From an optimization exercise on the open Yosys and OpenROAD flow, aimed at a short achievable clock period and few clock cycles per item; shortcuts taken in it are not production practice. Only simulation tests tie the RTL to the original design; equivalence was not proved.

## job 101
==> flow/design.v (excerpt) <==
module mult_div_unit
#(
   parameter int WIDTH = MD_WIDTH
) (
   input  logic             clk,
   input  logic             rst,
   input  logic             mult_en_e,
   input  logic             div_en_e,
   input  logic             unsigned_instr_e,
   input  logic             hi_write_e,
   input  logic             lo_write_e,
   input  logic [1:0]       hi_src_e,
   input  logic [1:0]       lo_src_e,
   input  logic [WIDTH-1:0] src_a_e,
   input  logic [WIDTH-1:0] src_b_e,
   output logic [WIDTH-1:0] hi_out,
   output logic [WIDTH-1:0] lo_out,
   output logic             busy,
   output logic             done
);
==> module mult_div_unit, before the edit <==
module mult_div_unit
#(
   parameter int WIDTH = MD_WIDTH
) (
   input  logic             clk,
   input  logic             rst,
   input  logic             mult_en_e,
   input  logic             div_en_e,
   input  logic             unsigned_instr_e,
   input  logic             hi_write_e,
   input  logic             lo_write_e,
   input  logic [1:0]       hi_src_e,
   input  logic [1:0]       lo_src_e,
   input  logic [WIDTH-1:0] src_a_e,
   input  logic [WIDTH-1:0] src_b_e,
   output logic [WIDTH-1:0] hi_out,
   output logic [WIDTH-1:0] lo_out,
   output logic             busy,
   output logic             done
);
   localparam int NR = MD_MUL_ROWS;
   localparam int NS = MD_DIV_NS;
   localparam int K  = 2 * NS;         
   localparam int DW = 34 + K;         
   logic [NR*64-1:0] rows_s, rows_q;
   logic [63:0]      prod_s;
   md_mul_stage1 u_mul1 (
      .a    (src_a_e),
      .b    (src_b_e),
      .uns  (unsigned_instr_e),
      .rows (rows_s)
   );
   md_mul_stage2 u_mul2 (
      .rows (rows_q),
      .prod (prod_s)
   );
   logic               sa_s, sb_s;
   logic [31:0]        absa_s, absb_s;
   logic [33:0]        abs3b_s;
   logic               lt_s, bz_s, one_s;
   logic [31:0]        dif_s;
   logic [5:0]         lza_s, lzb_s;
   logic [7:0]         sdiff_s;
   logic [7:0]         sh_s;
   logic [5:0]         n_s;
   logic [DW-1:0]      d0_s, t0_s;
   assign sa_s    = ~unsigned_instr_e & src_a_e[31];
   assign sb_s    = ~unsigned_instr_e & src_b_e[31];
   assign absa_s  = sa_s ? (32'd0 - src_a_e) : src_a_e;
   assign absb_s  = sb_s ? (32'd0 - src_b_e) : src_b_e;
   assign abs3b_s = {2'b00, absb_s} + {1'b0, absb_s, 1'b0};
   assign lt_s    = (absa_s < absb_s);
   assign one_s   = ~lt_s & ({1'b0, absa_s} < {absb_s, 1'b0});
   assign dif_s   = absa_s - absb_s;
   assign bz_s    = (src_b_e == 32'd0);
   md_lzc32 u_lza (.x(src_a_e ^ {32{sa_s}}), .n(lza_s));
   md_lzc32 u_lzb (.x(src_b_e ^ {32{sb_s}}), .n(lzb_s));
   assign sdiff_s = {2'b00, lzb_s} - {2'b00, lza_s} + {7'd0, sa_s};
   always_comb begin
      n_s = 6'd1;
      for (int i = 0; i < 64; i++) begin
         if (sdiff_s[5:0] == 6'(i)) n_s = 6'((i + K) / K);
      end
   end
   assign sh_s = 8'(K) * {2'b00, n_s} - 8'd2;
   assign d0_s = {{(DW-32){1'b0}}, absb_s} << sh_s;
   assign t0_s = {{(DW-34){1'b0}}, abs3b_s} << sh_s;
   logic [31:0]   rem_q, quot_q, rem_n, quot_n;
   logic [DW-1:0] d_q, t_q;
   logic [5:0]    cnt_q;
   logic          neg_r_q, neg_q_q;
   md_divider_core #(.NS(NS), .DW(DW)) u_div_core (
      .rem_i  (rem_q),
      .quot_i (quot_q),
      .d_i    (d_q),
      .t_i    (t_q),
      .rem_o  (rem_n),
      .quot_o (quot_n)
   );
   logic        busy_q, done_q, mode_mul_q;
   logic [31:0] hi_q, lo_q;
   logic        nh_q, nl_q;
   logic [31:0] hi_s, lo_s;
   always_ff @(posedge clk) begin
      rows_q <= rows_s;
      if (!busy_q) begin
         rem_q   <= absa_s;
         quot_q  <= 32'd0;
         d_q     <= d0_s;
         t_q     <= t0_s;
         cnt_q   <= n_s;
         neg_r_q <= sa_s;
         neg_q_q <= sa_s ^ sb_s;
      end else begin
         rem_q  <= rem_n;
         quot_q <= quot_n;
         d_q    <= d_q >> K;
         t_q    <= t_q >> K;
         cnt_q  <= cnt_q - 6'd1;
      end
   end
   always_ff @(posedge clk or posedge rst) begin
      if (rst) begin
         busy_q     <= 1'b0;
         done_q     <= 1'b0;
         mode_mul_q <= 1'b0;
         hi_q       <= 32'd0;
         lo_q       <= 32'd0;
         nh_q       <= 1'b0;
         nl_q       <= 1'b0;
      end else begin
         done_q <= 1'b0;
         if (!busy_q) begin
            if (mult_en_e) begin
               mode_mul_q <= 1'b1;
               done_q     <= 1'b1;
            end else if (div_en_e) begin
               mode_mul_q <= 1'b0;
               if (bz_s || lt_s) begin
                  hi_q   <= src_a_e;
                  lo_q   <= bz_s ? 32'hFFFF_FFFF : 32'd0;
                  nh_q   <= 1'b0;
                  nl_q   <= 1'b0;
                  done_q <= 1'b1;
               end else if (one_s) begin
                  hi_q   <= dif_s;
                  lo_q   <= 32'd1;
                  nh_q   <= sa_s;
                  nl_q   <= sa_s ^ sb_s;
                  done_q <= 1'b1;
               end else begin
                  busy_q <= 1'b1;
               end
            end else begin
               mode_mul_q <= 1'b0;
               hi_q <= (hi_write_e && (hi_src_e == NO_MULT_DIV)) ? src_a_e : hi_s;
               lo_q <= (lo_write_e && (lo_src_e == NO_MULT_DIV)) ? src_a_e : lo_s;
               nh_q <= 1'b0;
               nl_q <= 1'b0;
            end
         end else if (cnt_q == 6'd1) begin
            busy_q <= 1'b0;
            done_q <= 1'b1;
            hi_q   <= rem_n;
            lo_q   <= quot_n;
            nh_q   <= neg_r_q;
            nl_q   <= neg_q_q;
         end
      end
   end
   assign hi_s = mode_mul_q ? prod_s[63:32] : ((hi_q ^ {32{nh_q}}) + {31'd0, nh_q});
   assign lo_s = mode_mul_q ? prod_s[31:0]  : ((lo_q ^ {32{nl_q}}) + {31'd0, nl_q});
   assign hi_out = hi_s;
   assign lo_out = lo_s;
   assign busy   = busy_q;
   assign done   = done_q;
endmodule
==> flow/config.mk <==
export PLATFORM = sky130hd
export DESIGN_NAME = mult_div_unit
export DESIGN_NICKNAME = mult_div_unit
export VERILOG_FILES = /design/flow/design.v
export SDC_FILE = /design/flow/constraint.sdc
export NUM_CORES = 4
export LEC_CHECK = 0
export ABC_CLOCK_PERIOD_IN_PS = 3000
export CAP_MARGIN = 20
export CORE_MARGIN = 2
export CORE_UTILIZATION = 40
export SETUP_SLACK_MARGIN = 5
export SLEW_MARGIN = 20
export TNS_END_PERCENT = 100
==> flow/constraint.sdc <==
create_clock -name core_clock -period 11.0 [get_ports {clk}]
set_input_delay 2.2000 -clock core_clock [delete_from_list [all_inputs] [get_ports {clk}]]
set_output_delay 2.2000 -clock core_clock [all_outputs]
set_load 0.01 [all_outputs]
run.sh (not shown) runs the stock make flow with config.mk's settings and CLKGATE_MAP_FILE= SYNTH_SCRIPT=/design/flow/synth_recipe.tcl, a recipe that flattens the netlist after the stock synthesis.
Testbench counts of job 101, summed over its fixed seeds: cycles 3,856, ops 2,400.
For job 102, these inputs were changed with respect to job 101:
--- a/flow/design.v
+++ b/flow/design.v
@@ -3566,12 +3566,11 @@
       .prod (prod_s)
    );
    logic               sa_s, sb_s;
    logic [31:0]        absa_s, absb_s;
    logic [33:0]        abs3b_s;
-   logic               lt_s, bz_s, one_s;
-   logic [31:0]        dif_s;
+   logic               lt_s, bz_s;
    logic [5:0]         lza_s, lzb_s;
    logic [7:0]         sdiff_s;
    logic [7:0]         sh_s;
    logic [5:0]         n_s;
    logic [DW-1:0]      d0_s, t0_s;
@@ -3579,12 +3578,10 @@
    assign sb_s    = ~unsigned_instr_e & src_b_e[31];
    assign absa_s  = sa_s ? (32'd0 - src_a_e) : src_a_e;
    assign absb_s  = sb_s ? (32'd0 - src_b_e) : src_b_e;
    assign abs3b_s = {2'b00, absb_s} + {1'b0, absb_s, 1'b0};
    assign lt_s    = (absa_s < absb_s);
-   assign one_s   = ~lt_s & ({1'b0, absa_s} < {absb_s, 1'b0});
-   assign dif_s   = absa_s - absb_s;
    assign bz_s    = (src_b_e == 32'd0);
    md_lzc32 u_lza (.x(src_a_e ^ {32{sa_s}}), .n(lza_s));
    md_lzc32 u_lzb (.x(src_b_e ^ {32{sb_s}}), .n(lzb_s));
    assign sdiff_s = {2'b00, lzb_s} - {2'b00, lza_s} + {7'd0, sa_s};
    always_comb begin
@@ -3651,16 +3648,10 @@
                   hi_q   <= src_a_e;
                   lo_q   <= bz_s ? 32'hFFFF_FFFF : 32'd0;
                   nh_q   <= 1'b0;
                   nl_q   <= 1'b0;
                   done_q <= 1'b1;
-               end else if (one_s) begin
-                  hi_q   <= dif_s;
-                  lo_q   <= 32'd1;
-                  nh_q   <= sa_s;
-                  nl_q   <= sa_s ^ sb_s;
-                  done_q <= 1'b1;
                end else begin
                   busy_q <= 1'b1;
                end
             end else begin
                mode_mul_q <= 1'b0;
### Flow results
Job 102: PASS, flow complete, no timing, DRC or antenna violations
Both conditions hold for job 101: the flow ran to the end and the final layout passed the timing, DRC and antenna checks.
Delta (job 102 minus job 101): relative area change from synthesis to final layout saw a decrease; synthesized area per cell has increased; proportion of cell area occupied by multi-input gates decreased by 0.19 points relative to the old numbers.
NOTE: worst setup slack in job 102 exceeds that of job 101
Comparing job 102 and job 101, clock buffer count in the final layout is higher on job 101.
Per the comparison of job 102 with job 101, total nets after synthesis lower, count of buffer and inverter cells on the critical path now sits lower, number of logic stages on the critical path including buffering -1.
Testbench counts of job 102, summed over its fixed seeds: cycles 3,946, ops 2,400.

[afterwards: timing with drivers on the ports]
Ports are ideal in the flow. The routed layouts listed here were re-timed in OpenROAD.
Step 1 assumes that a clkbuf_16 drives the clock port and a buf_2 every other input.
Step 2 also shifts input and output timing later by t, the mid clock arrival at the registers, as if the neighbouring blocks saw the same clock.
Three values: no drivers, after step 1, after step 2; two values: the first two.
run	t, ns	setup WS [ns]	hold slack, ns	worst setup path at the end	worst data-port slew with drivers (ns)
job 101	0.751	3.678 / 3.593 / 3.416	0.467 / 0.467 / 0.467	input to register	0.27
job 102	0.766	4.166 / 4.079 / 3.812	0.447 / 0.447 / 0.447	input to register	0.20
After both steps every run listed still meets setup and hold. For job 102, which loses most, drivers alone change the setup slack by -0.087 ns; drivers and shift together by -0.354 ns.
